What follows belongs to an exercise in optimizing a design on an open flow for small area, a short achievable clock period and few clock cycles per item; a production flow would make more cautious choices.
No run shown here included a check of the RTL's function; only the layout flow was run.
Power and IR drop assume default switching activity.

==> flow/design.v, too long to show whole: its modules and the start of the top module <==
// module fp_mul_round: 60 lines
// module fp_mul_pipe: 119 lines
// module fp_mul_tree: 926 lines
module fp_mul_pipe
#(
  parameter int EXP_W = 8,
  parameter int MAN_W = 23
) (
  input  logic                 clk,
  input  logic                 reset,
  input  logic                 in_valid,
  output logic                 in_ready,
  input  logic [EXP_W+MAN_W:0] a,
  input  logic [EXP_W+MAN_W:0] b,
  output logic                 out_valid,
  input  logic                 out_ready,
  output logic [EXP_W+MAN_W:0] result,
  output logic [fp_pkg::FLAG_W-1:0]    flags
);
  // ...
==> flow/run.sh <==
#!/bin/bash
# synth_recipe.tcl (not shown) runs the flow's synth.tcl, then flattens the netlist and writes it again
# the make line also repeats each setting of config.mk as NAME=value (left out here)
make -C /OpenROAD-flow-scripts/flow DESIGN_CONFIG=/design/flow/config.mk WORK_HOME=/design/flow/orfs CLKGATE_MAP_FILE= SYNTH_SCRIPT=/design/flow/synth_recipe.tcl finish
==> flow/config.mk <==
export PLATFORM = sky130hd
export DESIGN_NAME = fp_mul_pipe
export DESIGN_NICKNAME = fp_mul_pipe
export VERILOG_FILES = /design/flow/design.v
export SDC_FILE = /design/flow/constraint.sdc
export NUM_CORES = 4
export LEC_CHECK = 0
export CAP_MARGIN = 20
export CORE_MARGIN = 2
export CORE_UTILIZATION = 40
export SETUP_SLACK_MARGIN = 2.5
export SLEW_MARGIN = 20
==> flow/constraint.sdc <==
create_clock -name core_clock -period 7.5 [get_ports {clk}]
set_input_delay 1.5000 -clock core_clock [delete_from_list [all_inputs] [get_ports {clk}]]
set_output_delay 1.5000 -clock core_clock [all_outputs]
set_load 0.01 [all_outputs]
==> impl_metrics.env, run 1 <==
export IMPL_status="complete, no violations"
export IMPL_r2r_end="result[19]"
export IMPL_diodes=0
export IMPL_grtUsageMet2_pct=38.1
export IMPL_min_period_over_period_pct=80.3
export IMPL_worstPathBufferInverterCount=3
export IMPL_worstMarginPinSlew_ps=1260
export IMPL_grt_usage_pct=24.0
export IMPL_drtIter0Drc=1744
export IMPL_final_cell_area_mm2=0.0263
export IMPL_final_clk_cell_share_pct=2.26
export IMPL_pg_clk_mw=0.960
export IMPL_grt_pass1_vias=19000
export IMPL_cp_common_cell="fa_2"
export IMPL_grt_use_met3_pct=6.76
export IMPL_worstPathRequired_ps=7750
export IMPL_htree_levels=4
export IMPL_routed_top_layer="met4"
export IMPL_crit_type="reg2reg"
export IMPL_cts_tree="yes"
export IMPL_syn_cell_area_mm2=0.0229
export IMPL_num_nonclk_inverters=297
export IMPL_num_multi_input_gates=1608
export IMPL_startpoint_type="flop"
export IMPL_synthMostInstantiatedCell="inv_1"
export IMPL_route_met3_wl_mm=6.86
export IMPL_postCtsSetupRepairBufs=33
export IMPL_switching_share_pct=49.0
export IMPL_power_total_mw=13.7
export IMPL_vias_per_cell=5.76
export IMPL_hold_viol=0
export IMPL_first_pass_iters=5
export IMPL_max_slew_margin_pct=16.0
export IMPL_sh_seq_area_pct=22.4
export IMPL_drive_gt1_share_pct=10.9
export IMPL_synth_xor_area_share_pct=13.4
==> run 2: changes to the inputs <==
--- a/flow/config.mk
+++ b/flow/config.mk
@@ -8,5 +8,5 @@
 export CAP_MARGIN = 20
 export CORE_MARGIN = 2
 export CORE_UTILIZATION = 40
-export SETUP_SLACK_MARGIN = 2.5
+export SETUP_SLACK_MARGIN = 4.3
 export SLEW_MARGIN = 20
==> run 2 against run 1 <==
Setup slack got worse by 110 ps; critical endpoint is now result[20]; via count increased by 9.4%; die area did not move; still clean; combinational power grew 31%; largest cell class unchanged; total power up 23%; sequential share of layout area down 3.4 points; clock skew down 2.0 ps; flip-flop and latch count stayed put; highest routed layer is now met5; non-clock buffer count increased by 230; critical path depth rose by 8.
==> impl_metrics.env, run 2 <==
export IMPL_cp_common_cell="buf_4"
export IMPL_cp_depth=33
export IMPL_drv_slew=0
export IMPL_crit_family="buffers and inverters"
export IMPL_max_freq_ghz=0.163
export IMPL_crit_fanout=8
export IMPL_start_util_pct=40.5
export IMPL_max_slew_margin_pct=31.7
export IMPL_ios=106
export IMPL_p_int_mw=8.72
export IMPL_drive_gt1_share_pct=34.0
export IMPL_place_congestion=0.884
export IMPL_avgRoutedWirePerCell_um=24.7
export IMPL_crit_path_end_kind="flop"
export IMPL_root_buffer="clkbuf_16"
export IMPL_combPwrFrac_pct=81.0
export IMPL_status="complete, no violations"
export IMPL_seq_area_frac_synth_pct=25.7
export IMPL_synthesis_nets=2705
export IMPL_syn_cell_area_mm2=0.0229
export IMPL_final_min_clock_period_ps=6140
export IMPL_routed_top_layer="met5"
export IMPL_worstMarginPinSlew_ps=1020
export IMPL_crit_type="reg2reg"
export IMPL_yosys_top_cells_area="edfxtp_1 25%, fa_1 22%, xnor2_1 10%, a22oi_1 8.6%, ha_1 6.7%"
export IMPL_layout_commonest_cell="inv_1"
export IMPL_die_area_mm2=0.0591
export IMPL_min_period_over_period_pct=81.8
export IMPL_grt_pass1_wl_mm=121
export IMPL_syn_inst=2261
export IMPL_cap_violations=0
export IMPL_p_seq_share_pct=13.5
export IMPL_hold_depth=0
export IMPL_worstPathRequired_ps=7770
export IMPL_hold_viol=0
export IMPL_yosys_area_top_type="edfxtp_1"
export IMPL_yosysUniqueCellTypes=78
export IMPL_vdd_drop_max_mv=0.382
export IMPL_finalNonFillerCells=3340
export IMPL_hp_class="reg2reg"
export IMPL_setup_tns_ps=0
export IMPL_drcViolationCount=0
export IMPL_reg2regPathDepth=33
export IMPL_yosys_top_cells_count="293 x inv_1, 267 x xnor2_1, 263 x a22oi_1"
export IMPL_drtIter0Drc=2057
export IMPL_clkPwrFrac_pct=5.5
export IMPL_multi_input_area_mm2=0.0176
export IMPL_rsz0062_at_grt="true"
export IMPL_syn_to_final_growth_pct=35.8
export IMPL_synth_avg_cell_area_um2=10.1
export IMPL_grt_start_max_net_pins=160
export IMPL_placementRows=87
export IMPL_hpwl_mm=48.7
export IMPL_route_met3_wl_mm=8.39
export IMPL_grt_overflow_total=0
export IMPL_synth_ff_type="edfxtp_1"
export IMPL_ys_warn_count=2
export IMPL_layout_nets=3013
export IMPL_num_vias=19600
export IMPL_synth_seq_cells=197
export IMPL_cts_tree="yes"
export IMPL_wl_met2_mm=36.5
export IMPL_cts_sinks=197
export IMPL_setup_viol=0
export IMPL_grt_usage_pct=27.3
export IMPL_grt_pass1_vias=20000
export IMPL_first_pass_iters=9
export IMPL_ff_latch_area_mm2=0.00589
export IMPL_cp_slowest_cell="a2111oi_1"
export IMPL_switchingPower_mw=8.07
export IMPL_switching_share_pct=48.1
export IMPL_dieWidth_um=243
export IMPL_vias_per_cell=5.86
export IMPL_htree_levels=4
export IMPL_synthMostInstantiatedCell="inv_1"
export IMPL_cts_made_buffers=17
export IMPL_antenna_found_initial=1
export IMPL_numPortBuffers=105
export IMPL_worstPathBufferInverterCount=22
export IMPL_ctsHoldBuffers=0
export IMPL_ant_nets=0
export IMPL_worst_path_largest_cell_delay_ps=430
export IMPL_layout_common_cells="225 x inv_1, 224 x xnor2_1, 198 x buf_4"
export IMPL_die_y_um=243
export IMPL_core_mm2=0.0565
export IMPL_clk_latency_ps=510
export IMPL_startpoint_type="flop"
export IMPL_synth_edf_count=194
export IMPL_drt_met1_wl_mm=32.3
export IMPL_cp_arrival_ps=6400
export IMPL_synth_top_area_share_pct=25.5
export IMPL_routed_wl_mm=82.4
export IMPL_top_regs="s2_px x36, s2_py x36, result x32"
export IMPL_final_fill_count=4699
export IMPL_clk_pin_slew_worst_paths_ps=80
export IMPL_cts_buffer_depth=2
export IMPL_finalClockSkew_ps=20.3
export IMPL_power_density_mw_per_mm2=540
export IMPL_dp_cells=3025
export IMPL_leakagePower_nw=12.3
export IMPL_async_reset_ff_share_pct=0
-- run 2: cell counts after synthesis --
No cell type changed its count.
-- run 2: repair_timing --
item                                    CTS  global route
resized for setup                       368           192
endpoints found under the setup margin  105           102
gates cloned                             18             5
setup buffers                           203            55
hold endpoints to repair                  0             0
pin swaps                               155           127
-- run 2: power groups by stage --
stage	Sequential [mW]	Clock, mW	Combinational [mW]
2_1_floorplan	2.29	0	7.01
3_3_place_gp	2.28	0	10.3
3_5_place_dp	2.30	0	10.4
4_1_cts	2.27	0.939	12.5
5_1_grt	2.30	0.981	15.0
6_report	2.27	0.920	13.6
-- run 2: area by class of cell --
type,count,area share (%)
flip-flops and latches,197,19.0
well taps,756,3.05
inverters,297,3.90
clock buffers,17,1.37
diodes,2,0.0161
clock inverters,15,0.463
repair buffers,444,15.6
repair inverters,2,0.0564
multi-input cells,1610,56.6
-- run 2: stage by stage --
stage / cell area, µm² / power, mW / utilization, % / setup WS (ps) / hold WS [ps]
finish: 31100 / 16.8 / 55.0 / 1360 / 425
global placement: 25500 / 12.5 / 45.1 / 719 / 402
global route: 31100 / 18.3 / 55.0 / 1180 / 441
CTS: 29600 / 15.7 / 52.4 / 1470 / 429
floorplan: 24400 / 9.30 / - / 1830 / 400
detailed placement: 25500 / 12.7 / 45.1 / 714 / 408
-- run 2: worst paths after layout --
path,startpoint,endpoint,slack [ps]
max,s2_px[18],result[20],1360
min,s1_sign,s2_sign,430
max reg2reg,s2_px[18],result[20],1360
min reg2reg,s1_sign,s2_sign,430
-- run 2: cell families (layout without fill, tap and decap cells) --
family	Yosys count	count (layout)	synth area share (%)
XOR/XNOR	349	349	13.4
AND/OR/NAND/NOR	351	355	7.99
other	0	2	0
multiplexers	12	12	0.547
buffers and inverters	458	775	7.56
flip-flops	197	197	25.7
adder cells (fa/ha/maj)	376	376	28.9
AO/OA/AOI/OAI	518	518	15.9
-- run 2: worst register-to-register path: cells and delay by family, from the launching register on --
family,cells,cell delay (ps)
xor gates and xnor gates,1,200
AOI/OAI and AO/OA,6,1550
DFF,1,380
and+or+nand+nor,3,680
buffers and inverters,22,2700
adders and majority gates,1,410
-- run 2: routing by layer --
layer	vias to the layer above	track usage (%)
met4	4	14.4
met2	1213	42.4
met5	-	0
li1	8442	-
met1	9589	35.0
met3	327	6.98
==> module fp_mul_round, before the edit <==
module fp_mul_round
#(
  parameter int LOW = 12
) (
  input  logic          sign,
  input  logic [9:0]    exp,      
  input  logic [1:0]    kind,
  input  logic [47:LOW] px,
  input  logic [47:LOW] py,
  input  logic          low_c,    
  input  logic          low_z,    
  output logic [31:0]   result,
  output logic [3:0]    flags
);
  localparam logic [31:0] QNAN = 32'h7FC00000;
  logic [47:LOW] prod;
  logic          msb, sticky, guard, lsb, rnd_up, carry, ovf, unf, inexact;
  logic [23:0]   sig;
  logic [22:0]   frac_r;
  logic [9:0]    exp_r;
  assign prod   = px + py + {{(47-LOW){1'b0}}, low_c};
  assign msb    = prod[47];
  assign sticky = !(low_z && prod[21:LOW] == '0) || (msb && prod[22]);
  assign sig    = msb ? prod[47:24] : prod[46:23];
  assign guard  = msb ? prod[23] : prod[22];
  assign lsb    = sig[0];
  assign rnd_up = guard & (sticky | lsb);
  assign carry  = rnd_up & (&sig);
  assign frac_r = sig[22:0] + {22'd0, rnd_up};
  assign exp_r  = exp + {8'd0, 2'(msb) + 2'(carry)};
  assign ovf    = !exp_r[9] && (exp_r[8:0] >= 9'd255);
  assign unf    = exp_r[9] || (exp_r == '0);
  assign inexact = guard | sticky;
  always_comb begin
    result = '0;
    flags  = '0;
    case (kind)
      KIND_NAN: begin
        result              = QNAN;
        flags[FLAG_INVALID] = 1'b1;
      end
      KIND_INF:  result = {sign, 8'hFF, 23'd0};
      KIND_ZERO: result = {sign, 31'd0};
      default: begin
        if (ovf) begin
          result               = {sign, 8'hFF, 23'd0};
          flags[FLAG_OVERFLOW] = 1'b1;
          flags[FLAG_INEXACT]  = 1'b1;
        end else if (unf) begin
          result                = {sign, 31'd0};
          flags[FLAG_UNDERFLOW] = 1'b1;
          flags[FLAG_INEXACT]   = 1'b1;
        end else begin
          result              = {sign, exp_r[7:0], frac_r};
          flags[FLAG_INEXACT] = inexact;
        end
      end
    endcase
  end
endmodule
==> run 3: changes to the inputs <==
--- a/flow/design.v
+++ b/flow/design.v
@@ -25,24 +25,46 @@
   output logic [3:0]    flags
 );
   localparam logic [31:0] QNAN = 32'h7FC00000;
-  logic [47:LOW] prod;
-  logic          msb, sticky, guard, lsb, rnd_up, carry, ovf, unf, inexact;
-  logic [23:0]   sig;
-  logic [22:0]   frac_r;
-  logic [9:0]    exp_r;
-  assign prod   = px + py + {{(47-LOW){1'b0}}, low_c};
-  assign msb    = prod[47];
-  assign sticky = !(low_z && prod[21:LOW] == '0) || (msb && prod[22]);
+  logic [48-LOW:0] sum2;
+  logic [47:LOW]   prod;
+  logic [21:LOW]   cin_z;
+  logic            mid_z;
+  logic            msb, sticky, guard, lsb, rnd_up, ones, carry, ovf, unf, inexact;
+  logic [23:0]     sig;
+  logic [22:0]     frac_inc, frac_r;
+  logic [9:0]      e0, e1, e2, exp_r;
+  logic            ovf0, ovf1, ovf2, unf0, unf1, unf2;
+  assign sum2 = {px, low_c} + {py, low_c};
+  assign prod = sum2[48-LOW:1];
+  assign msb  = prod[47];
+  assign cin_z = {px[20:LOW] | py[20:LOW], low_c};
+  assign mid_z = ((px[21:LOW] ^ py[21:LOW]) == cin_z);
+  assign sticky = !(low_z && mid_z) || (msb && prod[22]);
   assign sig    = msb ? prod[47:24] : prod[46:23];
   assign guard  = msb ? prod[23] : prod[22];
   assign lsb    = sig[0];
   assign rnd_up = guard & (sticky | lsb);
-  assign carry  = rnd_up & (&sig);
-  assign frac_r = sig[22:0] + {22'd0, rnd_up};
-  assign exp_r  = exp + {8'd0, 2'(msb) + 2'(carry)};
-  assign ovf    = !exp_r[9] && (exp_r[8:0] >= 9'd255);
-  assign unf    = exp_r[9] || (exp_r == '0);
+  assign ones   = &sig;
+  assign carry  = rnd_up & ones;
+  assign frac_inc = sig[22:0] + 23'd1;
+  assign frac_r = rnd_up ? frac_inc : sig[22:0];
   assign inexact = guard | sticky;
+  assign e0   = exp;
+  assign e1   = exp + 10'd1;
+  assign e2   = exp + 10'd2;
+  assign ovf0 = !e0[9] && (e0[8:0] >= 9'd255);
+  assign ovf1 = !e1[9] && (e1[8:0] >= 9'd255);
+  assign ovf2 = !e2[9] && (e2[8:0] >= 9'd255);
+  assign unf0 = e0[9] || (e0 == '0);
+  assign unf1 = e1[9] || (e1 == '0);
+  assign unf2 = e2[9] || (e2 == '0);
+  always_comb begin
+    case ({msb, carry})
+      2'b00:          begin exp_r = e0; ovf = ovf0; unf = unf0; end
+      2'b01, 2'b10:   begin exp_r = e1; ovf = ovf1; unf = unf1; end
+      default:        begin exp_r = e2; ovf = ovf2; unf = unf2; end
+    endcase
+  end
   always_comb begin
     result = '0;
     flags  = '0;
--- a/flow/config.mk
+++ b/flow/config.mk
@@ -8,5 +8,5 @@
 export CAP_MARGIN = 20
 export CORE_MARGIN = 2
 export CORE_UTILIZATION = 40
-export SETUP_SLACK_MARGIN = 4.3
+export SETUP_SLACK_MARGIN = 4.0
 export SLEW_MARGIN = 20
==> run 3 against run 2 <==
Clock power decreased by 0.8%; largest power group unchanged; sequential share of layout area increased by 0.81 points; total power decreased by 8.5%; non-clock buffer count decreased by 120; combinational power decreased by 11%; synthesized area increased by 3.2%; die area increased by 3.1%; global-route usage decreased by 2.1 points; clock skew decreased by 1.0 ps.
==> impl_metrics.env, run 3 <==
export IMPL_wl_met2_mm=35.0
export IMPL_syn_inst=2351
export IMPL_root_buffer="clkbuf_16"
export IMPL_yosys_top_cells_area="edfxtp_1 25%, fa_1 21%, xnor2_1 10%, a22oi_1 8.3%, ha_1 7.4%"
export IMPL_syn_to_final_growth_pct=26.2
export IMPL_yosys_area_top_type="edfxtp_1"
export IMPL_worstPathRequired_ps=7750
export IMPL_die_y_um=247
export IMPL_cts_tree="yes"
export IMPL_critPathLaunch="s2_px[19]"
export IMPL_leakagePower_nw=11.7
export IMPL_avgRoutedWirePerCell_um=23.0
export IMPL_numPortBuffers=105
export IMPL_placementRows=89
export IMPL_multi_input_area_mm2=0.0178
export IMPL_setup_viol=0
export IMPL_drcViolationCount=0
export IMPL_grt_pass1_wl_mm=115
export IMPL_drive_gt1_share_pct=27.2
export IMPL_grt_start_max_net_pins=112
export IMPL_reg2reg_from="s2_px[19]"
export IMPL_max_freq_ghz=0.202
export IMPL_synth_seq_cells=197
export IMPL_ff_latch_area_mm2=0.00589
export IMPL_hp_class="reg2reg"
export IMPL_drt_met1_wl_mm=30.3
export IMPL_hold_depth=0
export IMPL_cts_sinks=197
export IMPL_top_regs="s2_px x36, s2_py x36, result x32"
export IMPL_place_congestion=0.924
export IMPL_route_met3_wl_mm=6.83
export IMPL_final_min_clock_period_ps=4940
export IMPL_cts_buffer_depth=2
export IMPL_max_slew_margin_pct=40.0
export IMPL_drv_slew=0
export IMPL_syn_cell_area_mm2=0.0236
export IMPL_cp_slowest_cell="a2111o_1"
export IMPL_clkPwrFrac_pct=5.9
export IMPL_ant_nets=0
export IMPL_worst_path_largest_cell_delay_ps=480
export IMPL_vias_per_cell=5.81
export IMPL_reg2regPathDepth=20
export IMPL_antenna_found_initial=1
export IMPL_cts_made_buffers=17
export IMPL_setup_tns_ps=0
export IMPL_startpoint_type="flop"
export IMPL_hpwl_mm=49.5
export IMPL_whs_ps=421
export IMPL_cp_arrival_ps=5190
export IMPL_core_mm2=0.0587
export IMPL_layout_common_cells="257 x inv_1, 256 x xnor2_1, 194 x edfxtp_1"
export IMPL_crit_type="reg2reg"
export IMPL_htree_levels=4
export IMPL_ios=106
export IMPL_combPwrFrac_pct=78.8
export IMPL_clk_pin_slew_worst_paths_ps=80
export IMPL_dieWidth_um=247
export IMPL_cp_common_cell="o211ai_1"
export IMPL_layout_nets=2981
export IMPL_synth_avg_cell_area_um2=10.0
export IMPL_status="complete, no violations"
export IMPL_grt_overflow_total=0
export IMPL_crit_path_end="result[22]"
export IMPL_crit_path_end_kind="flop"
export IMPL_rsz0062_at_grt="true"
export IMPL_yosysUniqueCellTypes=85
export IMPL_drtIter0Drc=1898
export IMPL_final_fill_count=5141
export IMPL_crit_fanout=6
export IMPL_switchingPower_mw=7.45
export IMPL_start_util_pct=40.2
export IMPL_cap_violations=0
export IMPL_die_area_mm2=0.0610
export IMPL_async_reset_ff_share_pct=0
export IMPL_crit_path_cell_trace="inv_1 > ha_4 > nand2_1 > o211ai_1 > o211ai_1 > buf_4 > a2111o_1 > a21oi_2 > o211ai_1 > a2111oi_4 > and3_4 > and4_1 > nand4b_1 > ha_4 > nand2_4 > o32ai_4 > nor2b_4 > mux2i_4 > or2_4 > o31ai_2"
export IMPL_p_seq_share_pct=15.3
export IMPL_clk_latency_ps=500
export IMPL_ys_warn_count=2
export IMPL_grt_pass1_vias=19600
export IMPL_min_period_over_period_pct=65.9
export IMPL_power_density_mw_per_mm2=516
export IMPL_routed_wl_mm=76.2
export IMPL_worstMarginPinSlew_ps=898
export IMPL_finalClockSkew_ps=19.3
export IMPL_synth_top_area_share_pct=24.7
export IMPL_vdd_drop_max_mv=0.317
export IMPL_p_int_mw=7.91
export IMPL_synth_ff_type="edfxtp_1"
export IMPL_rrSetupSlack_ps=2560
export IMPL_seq_area_frac_synth_pct=24.9
export IMPL_switching_share_pct=48.5
export IMPL_routed_top_layer="met5"
export IMPL_r2r_end="result[22]"
export IMPL_grt_usage_pct=25.1
export IMPL_synth_edf_count=194
export IMPL_synthMostInstantiatedCell="inv_1"
export IMPL_first_pass_iters=6
export IMPL_layout_commonest_cell="inv_1"
export IMPL_synthesis_nets=2810
export IMPL_hold_viol=0
export IMPL_num_vias=19200
export IMPL_diodes=0
export IMPL_yosys_top_cells_count="314 x inv_1, 282 x xnor2_1, 261 x a22oi_1"
[run 3: repair_timing]
item	CTS	global route
hold endpoints to repair	0	0
hold buffers	0	0
cloned	12	0
setup buffers	113	37
pin swaps	124	102
gates resized for setup	314	145
endpoints found under the setup margin	100	93
[run 3: layout make-up]
type	instances	area share, %
Clock inverter	13	0.399
Sequential cell	197	19.8
Tap cell	773	3.25
Timing Repair inverter	1	0.0294
Multi-Input combinational cell	1663	59.6
Inverter	318	4.15
Timing Repair Buffer	324	11.4
Clock buffer	18	1.44
[run 3: metrics by stage]
stage	worst slack (ps)	instances	area [µm²]	power [mW]	util (%)
2_1_floorplan	2660	2351	24900	9.57	-
3_3_place_gp	1380	3114	26000	12.2	44.2
3_5_place_dp	1210	3114	26000	12.3	44.2
4_1_cts	2550	3270	28800	14.5	49.2
5_1_grt	2360	3307	29800	16.8	50.7
6_report	2560	3307	29800	15.4	50.7
[run 3: kinds of logic (layout without fill, tap and decap cells)]
logic type,after synthesis,count (layout),synth area share [%]
and+or+nand+nor,354,357,7.80
muxes,11,11,0.520
xor gates and xnor gates,363,363,13.5
buffers and inverters,494,674,7.97
adders and majority gates,391,391,28.7
AOI/OAI and AO/OA,541,541,16.6
DFF,197,197,24.9
[run 3: worst min-delay path by stage]
stage                         start        end
after floorplan           s1_exp[0]  s2_exp[0]
after global placement    s1_exp[4]  s2_exp[4]
after detailed placement  s1_exp[7]  s2_exp[7]
after CTS                 s1_exp[7]  s2_exp[7]
after global routing      s1_exp[9]  s2_exp[9]
final                     s1_exp[9]  s2_exp[9]
[run 3: routing by layer]
metal  global-route usage [%]  vias up
li1                         -     8446
met1                     31.4     9497
met5                        0        -
met4                     12.6        2
met2                     40.6      993
met3                     6.12      281
[run 3: power groups by stage]
stage	Sequential, mW	Clock, mW	Combinational (mW)
after floorplan	2.34	0	7.24
after global placement	2.34	0	9.85
after detailed placement	2.36	0	9.97
after CTS	2.33	0.944	11.3
after global routing	2.38	0.982	13.5
final	2.34	0.913	12.1
[run 3: critical path: cells and delay by family, from the launching register on]
family,cells,cell delay (ps)
AOI/OAI and AO/OA,8,2040
and+or+nand+nor,7,1090
adders and majority gates,2,680
DFF,1,380
buffers and inverters,2,260
muxes,1,250
==> run 4: changes to the inputs <==
--- a/flow/config.mk
+++ b/flow/config.mk
@@ -7,6 +7,6 @@
 export LEC_CHECK = 0
 export CAP_MARGIN = 20
 export CORE_MARGIN = 2
-export CORE_UTILIZATION = 40
+export CORE_UTILIZATION = 60
 export SETUP_SLACK_MARGIN = 4.0
 export SLEW_MARGIN = 20
==> run 4 against run 3 <==
Design area grew 1.2%; non-clock buffer count increased by 30; global-route usage is 13 points higher; synthesized area unchanged; clock power increased by 2.6%; register-to-register slack lost 160 ps; die area shrank 33%; sequential share of layout area fell by 0.23 points.
==> impl_metrics.env, run 4 <==
export IMPL_seq_area_frac_synth_pct=24.9
export IMPL_yosys_top_cells_area="edfxtp_1 25%, fa_1 21%, xnor2_1 10%, a22oi_1 8.3%, ha_1 7.4%"
export IMPL_ys_warn_count=2
export IMPL_worstPathRequired_ps=7820
export IMPL_power_total_mw=16.0
export IMPL_grt_start_max_net_pins=137
export IMPL_setup_tns_ps=0
export IMPL_power_density_mw_per_mm2=530
export IMPL_crit_fanout=7
export IMPL_grt_overflow_total=0
export IMPL_cp_arrival_ps=5420
export IMPL_startpoint_type="flop"
export IMPL_hpwl_mm=46.7
export IMPL_synth_top_area_share_pct=24.7
export IMPL_crit_type="reg2reg"
export IMPL_layout_common_cells="247 x xnor2_1, 245 x inv_1, 194 x edfxtp_1"
export IMPL_layout_commonest_cell="xnor2_1"
export IMPL_numPortBuffers=105
export IMPL_final_util_pct=77.8
export IMPL_core_mm2=0.0387
export IMPL_yosys_area_top_type="edfxtp_1"
export IMPL_status="complete, no violations"
export IMPL_crit_path_cell_trace="ha_2 > and3_1 > a31oi_4 > a2111o_1 > a21oi_4 > o211ai_1 > a2111oi_4 > and3_4 > and4_1 > nand4b_1 > ha_4 > nand2_4 > nor2_4 > a21oi_2 > o32ai_2 > nor2b_1 > mux2i_2 > buf_4 > or2_4 > o31ai_2"
export IMPL_grt_pass1_wl_mm=119
export IMPL_layout_nets=3013
export IMPL_clk_pin_slew_worst_paths_ps=90
export IMPL_htree_levels=4
export IMPL_syn_inst=2351
export IMPL_yosysUniqueCellTypes=85
export IMPL_cp_slowest_cell="a2111o_1"
export IMPL_whs_ps=420
export IMPL_clk_latency_ps=490
export IMPL_ios=106
export IMPL_avgRoutedWirePerCell_um=26.0
export IMPL_root_buffer="clkbuf_16"
export IMPL_vdd_drop_max_mv=0.402
export IMPL_top_regs="s2_px x36, s2_py x36, result x32"
export IMPL_drive_gt1_share_pct=30.2
export IMPL_layout_setup_ws_ps=2400
export IMPL_syn_to_final_growth_pct=27.7
export IMPL_rsz0062_at_grt="true"
export IMPL_place_congestion=0.925
export IMPL_min_period_over_period_pct=68.0
export IMPL_routed_wl_mm=80.2
export IMPL_synth_avg_cell_area_um2=10.0
export IMPL_diodes=0
export IMPL_synth_edf_count=194
export IMPL_hold_viol=0
export IMPL_dieWidth_um=202
export IMPL_grt_pass1_vias=20900
export IMPL_ant_nets=0
export IMPL_cap_violations=0
export IMPL_drv_slew=0
export IMPL_max_freq_ghz=0.196
export IMPL_synth_seq_cells=197
export IMPL_drcViolationCount=0
export IMPL_hp_class="reg2reg"
export IMPL_cts_made_buffers=17
export IMPL_async_reset_ff_share_pct=0
export IMPL_final_min_clock_period_ps=5100
export IMPL_num_vias=20500
export IMPL_worst_path_largest_cell_delay_ps=540
export IMPL_synth_ff_type="edfxtp_1"
export IMPL_grt_usage_pct=38.2
export IMPL_synthesis_nets=2810
export IMPL_place_ws_ps=963
export IMPL_setup_viol=0
export IMPL_first_pass_iters=10
export IMPL_drtIter0Drc=2700
export IMPL_leakagePower_nw=11.9
export IMPL_placementRows=72
export IMPL_yosys_top_cells_count="314 x inv_1, 282 x xnor2_1, 261 x a22oi_1"
export IMPL_vias_per_cell=6.66
export IMPL_max_slew_margin_pct=41.4
export IMPL_start_util_pct=60.9
export IMPL_crit_path_end_kind="flop"
export IMPL_final_fill_count=2383
export IMPL_cts_tree="yes"
export IMPL_worstMarginPinSlew_ps=873
export IMPL_antenna_found_initial=3
export IMPL_finalClockSkew_ps=17.5
export IMPL_cts_buffer_depth=2
export IMPL_syn_cell_area_mm2=0.0236
export IMPL_die_area_mm2=0.0409
export IMPL_synthMostInstantiatedCell="inv_1"
export IMPL_die_y_um=202
export IMPL_cts_sinks=197
run 4: worst paths after layout:
kind	start	to	cells past startpoint	slack, ps
max	s2_py[22]	result[22]	20	2400
max reg2reg	s2_py[22]	result[22]	20	2400
min reg2reg	s1_exp[5]	s2_exp[5]	0	420
min	s1_exp[5]	s2_exp[5]	0	420
run 4: per-stage QoR:
stage	cells	area (µm²)
6_report	3085	30100
5_1_grt	3085	30100
4_1_cts	3044	29000
3_5_place_dp	2850	25600
3_3_place_gp	2849	25600
2_1_floorplan	2351	24900
run 4: final cells by class:
class,instances,area [µm²],area share (%)
sequential,197,5890,19.5
multi-input combinational,1665,18000,59.8
clock buffer,18,429,1.42
timing repair buffer,354,3780,12.5
timing repair inverter,1,8.76,0.0291
clock inverter,14,139,0.461
tap,518,648,2.15
inverter,318,1230,4.09
run 4: routing by layer:
layer / global-route usage [%] / vias up / part of all wire, %
met3: 11.6 / 567 / 12
li1: - / 8529 / -
met2: 60.6 / 1602 / 45
met1: 46.9 / 9832 / 35
met4: 21.1 / 2 / 7.9
met5: 0 / - / 0.060
run 4: timing repair:
action                     4_1_cts  5_1_grt
setup buffers                  144       40
pin swaps                      120      140
cloned                          18        1
setup endpoints to repair       99       95
hold buffers                     0        0
resized for setup              337      187
run 4: where the power goes:
part	total, mW	leakage (nW)	internal, mW	switching (mW)
combinational	12.7	9.53	5.61	7.06
sequential	2.35	2.14	2.16	0.191
clock	0.937	0.282	0.441	0.495
total	16.0	11.9	8.21	7.74
run 4: worst max-delay path, delay by kind of cell (launching register included):
family                   cells  cell delay, ps
flip-flops                   1             400
AO/OA/AOI/OAI                8            1930
multiplexers                 1              90
AND/OR/NAND/NOR              8            1510
buffers and inverters        1             160
adder cells (fa/ha/maj)      2             830
run 4: logic make-up (layout without fill, tap and decap cells):
| family | after synthesis | in the layout | share of synthesized area (%) |
|---|---|---|---|
| compound gates | 541 | 541 | 16.6 |
| xor+xnor | 363 | 363 | 13.5 |
| fa+ha+maj | 391 | 391 | 28.7 |
| buf+inv | 494 | 705 | 7.97 |
| flops | 197 | 197 | 24.9 |
| mux | 11 | 11 | 0.520 |
| simple gates | 354 | 359 | 7.80 |

what the ideal ports hide:
In the flow no input, the clock included, has a driving cell. The finished layouts below were timed again as built, in two steps.
Step 1 assumes that a clkbuf_16 drives the clock port and a buf_2 every other input.
Step 2 adds t to the input delays and takes it off the output delays; t is the mean of the earliest and latest rising clock arrival at the registers after step 1. Input paths then give back, and output paths get back, about the clock's delay inside the block.
Slacks: ideal / step 1 / step 2; pairs: ideal / step 1.
run | t (ns) | setup slack, ns | worst register clock-pin slew, ns
run 1 | 0.563 | 1.477 / 1.477 / 1.477 | 0.09 / 0.09
run 2 | 0.554 | 1.362 / 1.362 / 1.362 | 0.09 / 0.09
run 3 | 0.557 | 2.557 / 2.557 / 2.557 | 0.09 / 0.09
run 4 | 0.540 | 2.398 / 2.398 / 2.398 | 0.09 / 0.09
After both steps setup and hold are still met in every run listed.
